From an optimization exercise on the open Yosys and OpenROAD flow, aimed at small area, a short achievable clock period and few clock cycles per item; shortcuts taken in it are not production practice. In this exercise RTL edits were held to simulation tests only and were not proved equivalent to the original. No activity file was given, so power comes from the tool's default toggle rates.

### flow/run.sh
#!/bin/bash
# synth_recipe.tcl (not shown) runs the flow's synth.tcl, then flattens the netlist and writes it again
# the make line also repeats each setting of config.mk as NAME=value (left out here)
make -C /OpenROAD-flow-scripts/flow DESIGN_CONFIG=/design/flow/config.mk WORK_HOME=/design/flow/orfs CLKGATE_MAP_FILE= SYNTH_SCRIPT=/design/flow/synth_recipe.tcl finish
### flow/config.mk
export PLATFORM = sky130hd
export DESIGN_NAME = priority_ready_queue_dispatcher
export DESIGN_NICKNAME = priority_ready_queue_dispatcher
export VERILOG_FILES = /design/flow/design.v
export SDC_FILE = /design/flow/constraint.sdc
export NUM_CORES = 4
export LEC_CHECK = 0
export CAP_MARGIN = 20
export CORE_MARGIN = 2
export CORE_UTILIZATION = 40
export SLEW_MARGIN = 20
### flow/constraint.sdc
create_clock -name core_clock -period 5.0 [get_ports {i_clk}]
set_input_delay 1.0000 -clock core_clock [delete_from_list [all_inputs] [get_ports {i_clk}]]
set_output_delay 1.0000 -clock core_clock [all_outputs]
set_load 0.01 [all_outputs]
### flow/design.v
`timescale 1ns / 1ps
`default_nettype none
package prq_pkg;
    localparam int DEFAULT_QUEUE_DEPTH = 32;
    localparam int JOB_ID_W   = 16;
    localparam int PRIO_W     = 8;
    localparam int BURST_W    = 16;
    localparam int LEFT_W     = BURST_W + 1;
    localparam int COUNT_W    = 6;
    localparam int S_TDATA_W  = 40;
    localparam int M_TDATA_W  = 24;
    localparam logic REQ_ARRIVE = 1'b0;
    localparam logic REQ_TICK   = 1'b1;
    typedef enum logic [1:0] {
        EV_NONE   = 2'd0,
        EV_DISP   = 2'd1,
        EV_TERM   = 2'd2,
        EV_REJECT = 2'd3
    } t_event;
    typedef enum logic [2:0] {
        ST_IDLE,
        ST_ARR,
        ST_SCAN,
        ST_INS,
        ST_DISP,
        ST_REPLY
    } t_state;
    typedef struct packed {
        logic [BURST_W-1:0]  burst;
        logic [PRIO_W-1:0]   prio;
        logic [JOB_ID_W-1:0] id;
    } t_entry;
    typedef struct packed {
        t_event              code;
        logic [JOB_ID_W-1:0] job;
        logic [COUNT_W-1:0]  count;
        logic                busy;
    } t_result;
endpackage
`default_nettype wire
`timescale 1ns / 1ps
`default_nettype none
module prq_ram
#(
    parameter int QUEUE_DEPTH = prq_pkg::DEFAULT_QUEUE_DEPTH,
    localparam int ADDR_W = $clog2(QUEUE_DEPTH)
) (
    input  wire logic              i_clk,
    input  wire logic              i_we,
    input  wire logic [ADDR_W-1:0] i_waddr,
    input  wire prq_pkg::t_entry            i_wdata,
    input  wire logic [ADDR_W-1:0] i_raddr,
    output prq_pkg::t_entry                 o_rdata
);
    logic [prq_pkg::BURST_W+prq_pkg::PRIO_W+prq_pkg::JOB_ID_W-1:0] r_mem [0:QUEUE_DEPTH-1];
    always_ff @(posedge i_clk) begin
        if (i_we) begin
            r_mem[i_waddr] <= i_wdata;
        end
    end
    always_ff @(posedge i_clk) begin
        o_rdata <= r_mem[i_raddr];
    end
endmodule
`default_nettype wire
`timescale 1ns / 1ps
`default_nettype none
module prq_ctrl
#(
    parameter int QUEUE_DEPTH = prq_pkg::DEFAULT_QUEUE_DEPTH,
    localparam int ADDR_W = $clog2(QUEUE_DEPTH),
    localparam int FILL_W = $clog2(QUEUE_DEPTH + 1)
) (
    input  wire logic              i_clk,
    input  wire logic              i_rst_n,
    input  wire logic              i_req_valid,
    output logic                   o_req_ready,
    input  wire logic              i_req_type,
    input  wire prq_pkg::t_entry            i_job,
    output logic                   o_res_valid,
    input  wire logic              i_res_ready,
    output prq_pkg::t_result                o_res,
    output logic                   o_mem_we,
    output logic [ADDR_W-1:0]      o_mem_waddr,
    output prq_pkg::t_entry                 o_mem_wdata,
    output logic [ADDR_W-1:0]      o_mem_raddr,
    input  wire prq_pkg::t_entry            i_mem_rdata
);
    localparam logic [ADDR_W:0]   DEPTH_SUM = (ADDR_W + 1)'(QUEUE_DEPTH);
    localparam logic [FILL_W-1:0] FULL      = FILL_W'(QUEUE_DEPTH);
    localparam logic [ADDR_W-1:0] LAST_ADDR = ADDR_W'(QUEUE_DEPTH - 1);
    function automatic logic [ADDR_W-1:0] f_dec(input logic [ADDR_W-1:0] a);
        f_dec = (a == '0) ? LAST_ADDR : a - 1'b1;
    endfunction
    function automatic logic [ADDR_W-1:0] f_inc(input logic [ADDR_W-1:0] a);
        f_inc = (a == LAST_ADDR) ? '0 : a + 1'b1;
    endfunction
    prq_pkg::t_state              r_state, n_state;
    logic [ADDR_W-1:0]   r_head, n_head;
    logic [FILL_W-1:0]   r_fill, n_fill;
    logic                r_busy, n_busy;
    logic [prq_pkg::JOB_ID_W-1:0] r_run_job, n_run_job;
    logic [prq_pkg::LEFT_W-1:0]   r_run_left, n_run_left;
    prq_pkg::t_event              r_code, n_code;
    logic [prq_pkg::JOB_ID_W-1:0] r_ev_job, n_ev_job;
    prq_pkg::t_entry              r_item, n_item;
    logic [ADDR_W-1:0]   r_wptr, n_wptr;
    logic [ADDR_W-1:0]   r_rptr, n_rptr;
    logic [FILL_W-1:0]   r_cnt, n_cnt;
    logic [ADDR_W:0]     tail_sum;
    logic [ADDR_W-1:0]   tail;
    always_comb begin
        tail_sum = {1'b0, r_head} + (ADDR_W + 1)'(r_fill);
        if (tail_sum >= DEPTH_SUM) begin
            tail = ADDR_W'(tail_sum - DEPTH_SUM);
        end else begin
            tail = ADDR_W'(tail_sum);
        end
    end
    always_ff @(posedge i_clk) begin
        if (!i_rst_n) begin
            r_state    <= prq_pkg::ST_IDLE;
            r_head     <= '0;
            r_fill     <= '0;
            r_busy     <= 1'b0;
            r_run_job  <= '0;
            r_run_left <= '0;
            r_code     <= prq_pkg::EV_NONE;
        end else begin
            r_state    <= n_state;
            r_head     <= n_head;
            r_fill     <= n_fill;
            r_busy     <= n_busy;
            r_run_job  <= n_run_job;
            r_run_left <= n_run_left;
            r_code     <= n_code;
        end
    end
    always_ff @(posedge i_clk) begin
        r_ev_job <= n_ev_job;
        r_item   <= n_item;
        r_wptr   <= n_wptr;
        r_rptr   <= n_rptr;
        r_cnt    <= n_cnt;
    end
    always_comb begin
        n_state     = r_state;
        n_head      = r_head;
        n_fill      = r_fill;
        n_busy      = r_busy;
        n_run_job   = r_run_job;
        n_run_left  = r_run_left;
        n_code      = r_code;
        n_ev_job    = r_ev_job;
        n_item      = r_item;
        n_wptr      = r_wptr;
        n_rptr      = r_rptr;
        n_cnt       = r_cnt;
        o_req_ready = 1'b0;
        o_res_valid = 1'b0;
        o_mem_we    = 1'b0;
        o_mem_waddr = r_wptr;
        o_mem_wdata = r_item;
        o_mem_raddr = r_rptr;
        case (r_state)
            prq_pkg::ST_IDLE: begin
                o_req_ready = 1'b1;
                if (i_req_valid) begin
                    if (i_req_type == prq_pkg::REQ_ARRIVE) begin
                        n_ev_job = i_job.id;
                        if (r_fill == FULL) begin
                            n_code  = prq_pkg::EV_REJECT;
                            n_state = prq_pkg::ST_REPLY;
                        end else begin
                            n_code  = prq_pkg::EV_NONE;
                            n_item  = i_job;
                            n_wptr  = tail;
                            n_rptr  = f_dec(tail);
                            n_cnt   = r_fill;
                            n_state = prq_pkg::ST_ARR;
                        end
                    end else if (r_busy) begin
                        n_ev_job = r_run_job;
                        if (r_run_left <= prq_pkg::LEFT_W'(1)) begin
                            n_run_left = '0;
                            n_busy     = 1'b0;
                            n_code     = prq_pkg::EV_TERM;
                        end else begin
                            n_run_left = r_run_left - 1'b1;
                            n_code     = prq_pkg::EV_NONE;
                        end
                        n_state = prq_pkg::ST_REPLY;
                    end else if (r_fill == '0) begin
                        n_ev_job = '0;
                        n_code   = prq_pkg::EV_NONE;
                        n_state  = prq_pkg::ST_REPLY;
                    end else begin
                        o_mem_raddr = r_head;
                        n_state     = prq_pkg::ST_DISP;
                    end
                end
            end
            prq_pkg::ST_ARR: begin
                if (r_cnt == '0) begin
                    n_state = prq_pkg::ST_INS;
                end else begin
                    n_rptr  = f_dec(r_rptr);
                    n_cnt   = r_cnt - 1'b1;
                    n_state = prq_pkg::ST_SCAN;
                end
            end
            prq_pkg::ST_SCAN: begin
                o_mem_we = 1'b1;
                if (i_mem_rdata.prio < r_item.prio) begin
                    o_mem_wdata = i_mem_rdata;
                    n_wptr      = f_dec(r_wptr);
                    if (r_cnt == '0) begin
                        n_state = prq_pkg::ST_INS;
                    end else begin
                        n_rptr = f_dec(r_rptr);
                        n_cnt  = r_cnt - 1'b1;
                    end
                end else begin
                    n_fill  = r_fill + 1'b1;
                    n_state = prq_pkg::ST_REPLY;
                end
            end
            prq_pkg::ST_INS: begin
                o_mem_we = 1'b1;
                n_fill   = r_fill + 1'b1;
                n_state  = prq_pkg::ST_REPLY;
            end
            prq_pkg::ST_DISP: begin
                n_run_job  = i_mem_rdata.id;
                n_run_left = {1'b0, i_mem_rdata.burst};
                n_busy     = 1'b1;
                n_head     = f_inc(r_head);
                n_fill     = r_fill - 1'b1;
                n_code     = prq_pkg::EV_DISP;
                n_ev_job   = i_mem_rdata.id;
                n_state    = prq_pkg::ST_REPLY;
            end
            prq_pkg::ST_REPLY: begin
                o_res_valid = 1'b1;
                if (i_res_ready) begin
                    n_state = prq_pkg::ST_IDLE;
                end
            end
            default: begin
                n_state = prq_pkg::ST_IDLE;
            end
        endcase
    end
    always_comb begin
        o_res.code  = r_code;
        o_res.job   = r_ev_job;
        o_res.count = prq_pkg::COUNT_W'(r_fill);
        o_res.busy  = r_busy;
    end
endmodule
`default_nettype wire
`timescale 1ns / 1ps
`default_nettype none
module priority_ready_queue_dispatcher
#(
    parameter int QUEUE_DEPTH = prq_pkg::DEFAULT_QUEUE_DEPTH
) (
    input  wire logic                 i_clk,
    input  wire logic                 i_rst_n,
    input  wire logic                 s_axis_tvalid,
    output logic                      s_axis_tready,
    input  wire logic [prq_pkg::S_TDATA_W-1:0] s_axis_tdata,
    input  wire logic                 s_axis_tuser,
    output logic                      m_axis_tvalid,
    input  wire logic                 m_axis_tready,
    output logic [prq_pkg::M_TDATA_W-1:0]      m_axis_tdata,
    output logic [1:0]                m_axis_tuser
);
    localparam int ADDR_W = $clog2(QUEUE_DEPTH);
    prq_pkg::t_entry            in_job;
    logic              res_valid;
    logic              res_ready;
    prq_pkg::t_result           res;
    logic              mem_we;
    logic [ADDR_W-1:0] mem_waddr;
    prq_pkg::t_entry            mem_wdata;
    logic [ADDR_W-1:0] mem_raddr;
    prq_pkg::t_entry            mem_rdata;
    logic              r_out_valid;
    prq_pkg::t_result           r_out;
    always_comb begin
        in_job.id    = s_axis_tdata[15:0];
        in_job.prio  = s_axis_tdata[23:16];
        in_job.burst = s_axis_tdata[39:24];
    end
    prq_ctrl #(
        .QUEUE_DEPTH(QUEUE_DEPTH)
    ) u_ctrl (
        .i_clk       (i_clk),
        .i_rst_n     (i_rst_n),
        .i_req_valid (s_axis_tvalid),
        .o_req_ready (s_axis_tready),
        .i_req_type  (s_axis_tuser),
        .i_job       (in_job),
        .o_res_valid (res_valid),
        .i_res_ready (res_ready),
        .o_res       (res),
        .o_mem_we    (mem_we),
        .o_mem_waddr (mem_waddr),
        .o_mem_wdata (mem_wdata),
        .o_mem_raddr (mem_raddr),
        .i_mem_rdata (mem_rdata)
    );
    prq_ram #(
        .QUEUE_DEPTH(QUEUE_DEPTH)
    ) u_ram (
        .i_clk   (i_clk),
        .i_we    (mem_we),
        .i_waddr (mem_waddr),
        .i_wdata (mem_wdata),
        .i_raddr (mem_raddr),
        .o_rdata (mem_rdata)
    );
    assign res_ready = !r_out_valid || m_axis_tready;
    always_ff @(posedge i_clk) begin
        if (!i_rst_n) begin
            r_out_valid <= 1'b0;
        end else if (res_valid && res_ready) begin
            r_out_valid <= 1'b1;
        end else if (m_axis_tready) begin
            r_out_valid <= 1'b0;
        end
    end
    always_ff @(posedge i_clk) begin
        if (res_valid && res_ready) begin
            r_out <= res;
        end
    end
    assign m_axis_tvalid = r_out_valid;
    assign m_axis_tuser  = r_out.code;
    assign m_axis_tdata  = {1'b0, r_out.busy, r_out.count, r_out.job};
endmodule
`default_nettype wire
==> run notes <==
Timing:
- Across the routed clock network, the largest skew measured is 0.0347 ns.
- The final worst-path cycle share is 78.1%.
- The count of final max-slew check failures came to 0.
- At the pin with the least slew margin, the transition time is 1.13 ns.
- The count of endpoints failing hold in the final timing report is 0.
- The setup TNS after final layout is 0 ns.
- The highest attainable clock frequency is 256 MHz.
- The worst max-slew margin expressed relative to the limit is around 25%.
- Setup violations remaining at the end of the flow were counted as 0.
- Setup repair after global routing left no endpoint under its margin.
- The routed design could run at a clock period as short as 3.90 ns.

Power and ir drop:
- The analysis attributes to cell leakage a power of ~0.022 µW.
- Across the VDD grid, the largest voltage drop is 0.000524 V.
- The power per standard cell area is 604 mW/mm².

Drt:
- For this block, the routed nets add up to 166000 µm of wire.
- The total DRC errors in the routed layout is 0.
- The final routed wire length divided by cell count is ~27 µm.
- The vias after detailed routing is 35.8k.
- The DRC marker count from the first detailed-route iteration is 4337.
- The remaining antenna violation count after routing is 0.
- The via count normalized by instance count is 5.79.
- The detailed-router iteration count before antenna repair is 5.

Worst hold path:
- The endpoint of the worst hold path is r_out[22].
- The worst hold path passes through 0 cells.
- The class of the tightest hold or removal check is reg -> reg.
- In this run the most critical hold path is launched from u_ctrl.r_ev_job[15].

Yosys:
- Ranked by total cell area, the synthesized netlist is headed by edfxtp_1, nand2_1, dfxtp_1.
- The total standard cell area after synthesis is 0.0574 mm².
- In the synthesized netlist the dominant register cell turns out to be edfxtp_1.
- The area share of the leading cell type in the synthesized netlist is 72.1%.
- The post-synthesis area per instance is about 14 µm².
- Counting every instance in the synthesized netlist gives about 4k.
- In this run, distinct cell masters in the synthesized netlist total 61.
- The number of flops mapped to enable cells by yosys is roughly 1.4k.
- The largest area contributor in the synthesized netlist is edfxtp_1.
- During synthesis, Yosys emitted a total of 3 warnings.
- In this run, synthesis produced a sequential element count of 1468.
- The share of the Yosys chip area taken by registers is 75.3%.
- For this run, asynchronously set or reset flops after synthesis account for 0%.
- The number of nets in the synthesized netlist is 4164.

Die:
- The die extent in y is 383 µm.
- The width of the die is 383 µm.
- The area of the core is around 0.14 mm².
- The row count is 138.
- The starting density of the core is approximately two fifths.
- The die covers ~0.15 mm².
- The number of placed I/O pins is 73.

Layout:
- The area overhead of the layout relative to synthesis is 14.6%.
- After routing the design area is 0.0657 mm².
- The area of all sequential standard cells is 0.0432 mm².
- The area of the multi-input gates is 0.0133 mm².
- The top cell types in the final layout, fill and taps aside, are edfxtp_1, nand2_1, nand3_1, a31oi_1, mux2i_1.
- The share of layout cells above drive strength 1 is 9.87%.
- The number of fillers in the final layout is 12.4k.
- Leaving out fill and tap cells, the most frequent cell in the layout is edfxtp_1.
- The final layout contains 4249 nets.

Critical path:
- Along the worst path, the maximum fanout reaches 32.
- The startpoint of the lowest-slack register-to-register path is u_ctrl.r_state[2].
- The endpoint identified for the worst register-to-register timing path is u_ram.r_mem[7][1].
- The critical-path cell with the highest stage delay is dfxtp_1.
- The worst setup path is captured at a flip-flop.
- The register-to-register path setup slack is 1.10 ns.
- The worst setup path is of the reg -> reg kind.
- Data on the critical path arrives at its endpoint at 4.33 ns.
- At the worst endpoint, the required time is 5.43 ns.
- The category of the worst setup path launch point is a flip-flop.
- Walking the worst path, the cells encountered are nor2b_1 -> nand2_1 -> o21ai_0 -> a31oi_4 -> buf_4 -> mux2_2.
- The delay of the slowest critical-path stage is 0.75 ns.
- The cell count of the worst reg-to-reg path is 6.

Placed design:
- The placed wire-length estimate after detailed placement is 83900 µm.
- The count of buffers added on input and output ports is 71.
- After detailed placement, the total cell area comes to 0.0611 mm².
- The weighted congestion at the end of routability-driven global placement is between 0.8 and 0.9.

Global route:
- The via count of the first global-routing pass is 33.4k.
- The first global-routing pass estimated about 240000 µm of wire.
- The number of antenna violations at the first check in global routing was 4.
- The maximum number of pins on one net before global-route repair is 102.
- Across every metal layer, demand over resource in global routing totals 22.1%.
- After global routing the overflow that remains totals 0.

Clock tree:
- Clock tree synthesis selected as its root buffer the cell clkbuf_16.
- CTS built an H-tree with a depth of 4.
- The clock reaches the later pin of the worst-skew pair after ~0.8 ns.
- The setup fix buffers added after clock tree synthesis is 0.
- The TritonCTS clock tree is yes.
- No sink is reached through more buffers than the 3 on the longest clock path.
- The register clock-pin slew on the reported worst setup and hold paths is 0.06 ns.
- The number of gates resized after CTS is 0.
- The number of hold buffers added after cts is 0.
- Counting every sink on the clock net gives 1468.
- TritonCTS created 145 clock buffers.

Flow run:
- The max-cap check violation count is 0.

Status:
- The run finished with no timing, DRC or antenna violations.
==> layout make-up <==
type,instances,share of cell area [%]
Antenna cell,1,0.00381
Clock buffer,210,6.16
Clock inverter,58,0.834
Inverter,33,0.188
Multi-Input combinational cell,2337,20.2
Sequential cell,1468,65.7
Tap cell,1890,3.60
Timing Repair Buffer,191,3.32
==> synth_stat cells, drive strengths merged (41+ instances only) <==
cell    number
a21oi       57
a31oi      187
a32oi      161
buf        114
clkbuf     139
dfxtp       91
edfxtp    1377
mux2        41
mux2i      166
nand2     1035
nand3      337
nor2        75
nor4        45
o21ai       51
==> metal layers <==
metal / vias up / GRT usage, % / share of wire [%] / wire [µm]
met5: - / 0 / 0 / 0
met4: 0 / 7.47 / 3.1 / 5150
met3: 277 / 4.68 / 9.3 / 15500
met2: 1716 / 34.2 / 46 / 75700
met1: 18300 / 31.1 / 42 / 69300
li1: 15600 / - / - / -
==> how the worst max path moves through the flow <==
stage / slack, ns / startpoint / endpoint / depth (start not counted)
global placement: 0.84 / s_axis_tvalid / u_ram.o_rdata[39] / 11
floorplan: 1.21 / s_axis_tuser / u_ctrl.r_cnt[0] / 4
finish: 1.10 / u_ctrl.r_state[2] / u_ram.r_mem[7][1] / 6
global route: 1.02 / u_ctrl.r_state[2] / u_ram.r_mem[7][1] / 6
CTS: 1.15 / u_ctrl.r_state[2] / u_ram.r_mem[7][1] / 6
detailed placement: 0.78 / s_axis_tvalid / u_ram.o_rdata[7] / 10
==> through the flow <==
step	util [%]	worst slack [ns]	std cells	total power, µW	hold WS [ns]
after floorplan	-	1.21	4091	24400	0.400
final	46.3	1.10	6188	39700	0.418
after global routing	46.3	1.02	6187	41400	0.423
after detailed placement	43.1	0.779	5919	29200	0.406
after CTS	46.3	1.15	6187	39700	0.419
after global placement	43.1	0.841	5918	29000	0.402
==> cell families after synthesis <==
family / synth area share [%]
multiplexers: 3.70
XOR/XNOR: 0.290
buffers and inverters: 2.22
AND/OR/NAND/NOR: 11.6
AO/OA/AOI/OAI: 6.22
adder cells (fa/ha/maj): 0.637
flip-flops: 75.3
other: 0.00654
==> critical path, delay by kind of cell, from the launching register on <==
family          cells  cell delay [ns]
compound gates      2             0.85
buf+inv             1             0.73
flops               1             0.75
mux                 1             0.65
simple gates        2             0.50
==> flip-flops by register name, indices dropped and copies added (netlist names) <==
| name | count |
|---|---|
| r_out | 25 |
| u_ctrl.r_cnt | 6 |
| u_ctrl.r_head | 5 |
| u_ctrl.r_busy | 1 |
| u_ctrl.r_item | 40 |
| u_ram.o_rdata | 40 |
| u_ctrl.r_wptr | 5 |
| u_ctrl.r_rptr | 5 |
| u_ctrl.r_run_left | 17 |
| r_out_valid | 1 |
| u_ctrl.r_ev_job | 16 |
| u_ctrl.r_fill | 6 |
| u_ctrl.r_code | 2 |
| u_ctrl.r_state | 3 |
| u_ram.r_mem | 1280 |
| u_ctrl.r_run_job | 16 |
==> power breakdown <==
group / internal [µW] / switching, µW / total (µW)
Clock: 6020 / 4620 / 10600
Combinational: 4060 / 9090 / 13100
Sequential: 15200 / 708 / 15900
Total: 25300 / 14400 / 39700
Testbench counts, summed over its fixed seeds: cycles 89,081, items 20,000.

re-timing with driven ports:
No port has a modelled driver above. Below, the same layout with a new extraction and two added sets of constraints.
Step 1, drivers: a clkbuf_16 drives i_clk and a buf_2 each remaining input, both assumed.
Step 2 moves the port delays by t, midway between the first and last clock arrival at a register: inputs arrive t later, outputs are due t later. That takes back most of the time a late clock gives input paths.
Three values: ideal, step 1, step 2; two values: the first two.
shift t [ns]: 0.851
slack for setup (ns): 1.096 / 1.096 / 0.678
slew at the worst register clock pin (ns): 0.07 / 0.07
pins driven straight from the clock port: 1
After both steps setup and hold are still met in this run. For this run, drivers alone change the setup slack by 0.000 ns; drivers and shift together by -0.418 ns.
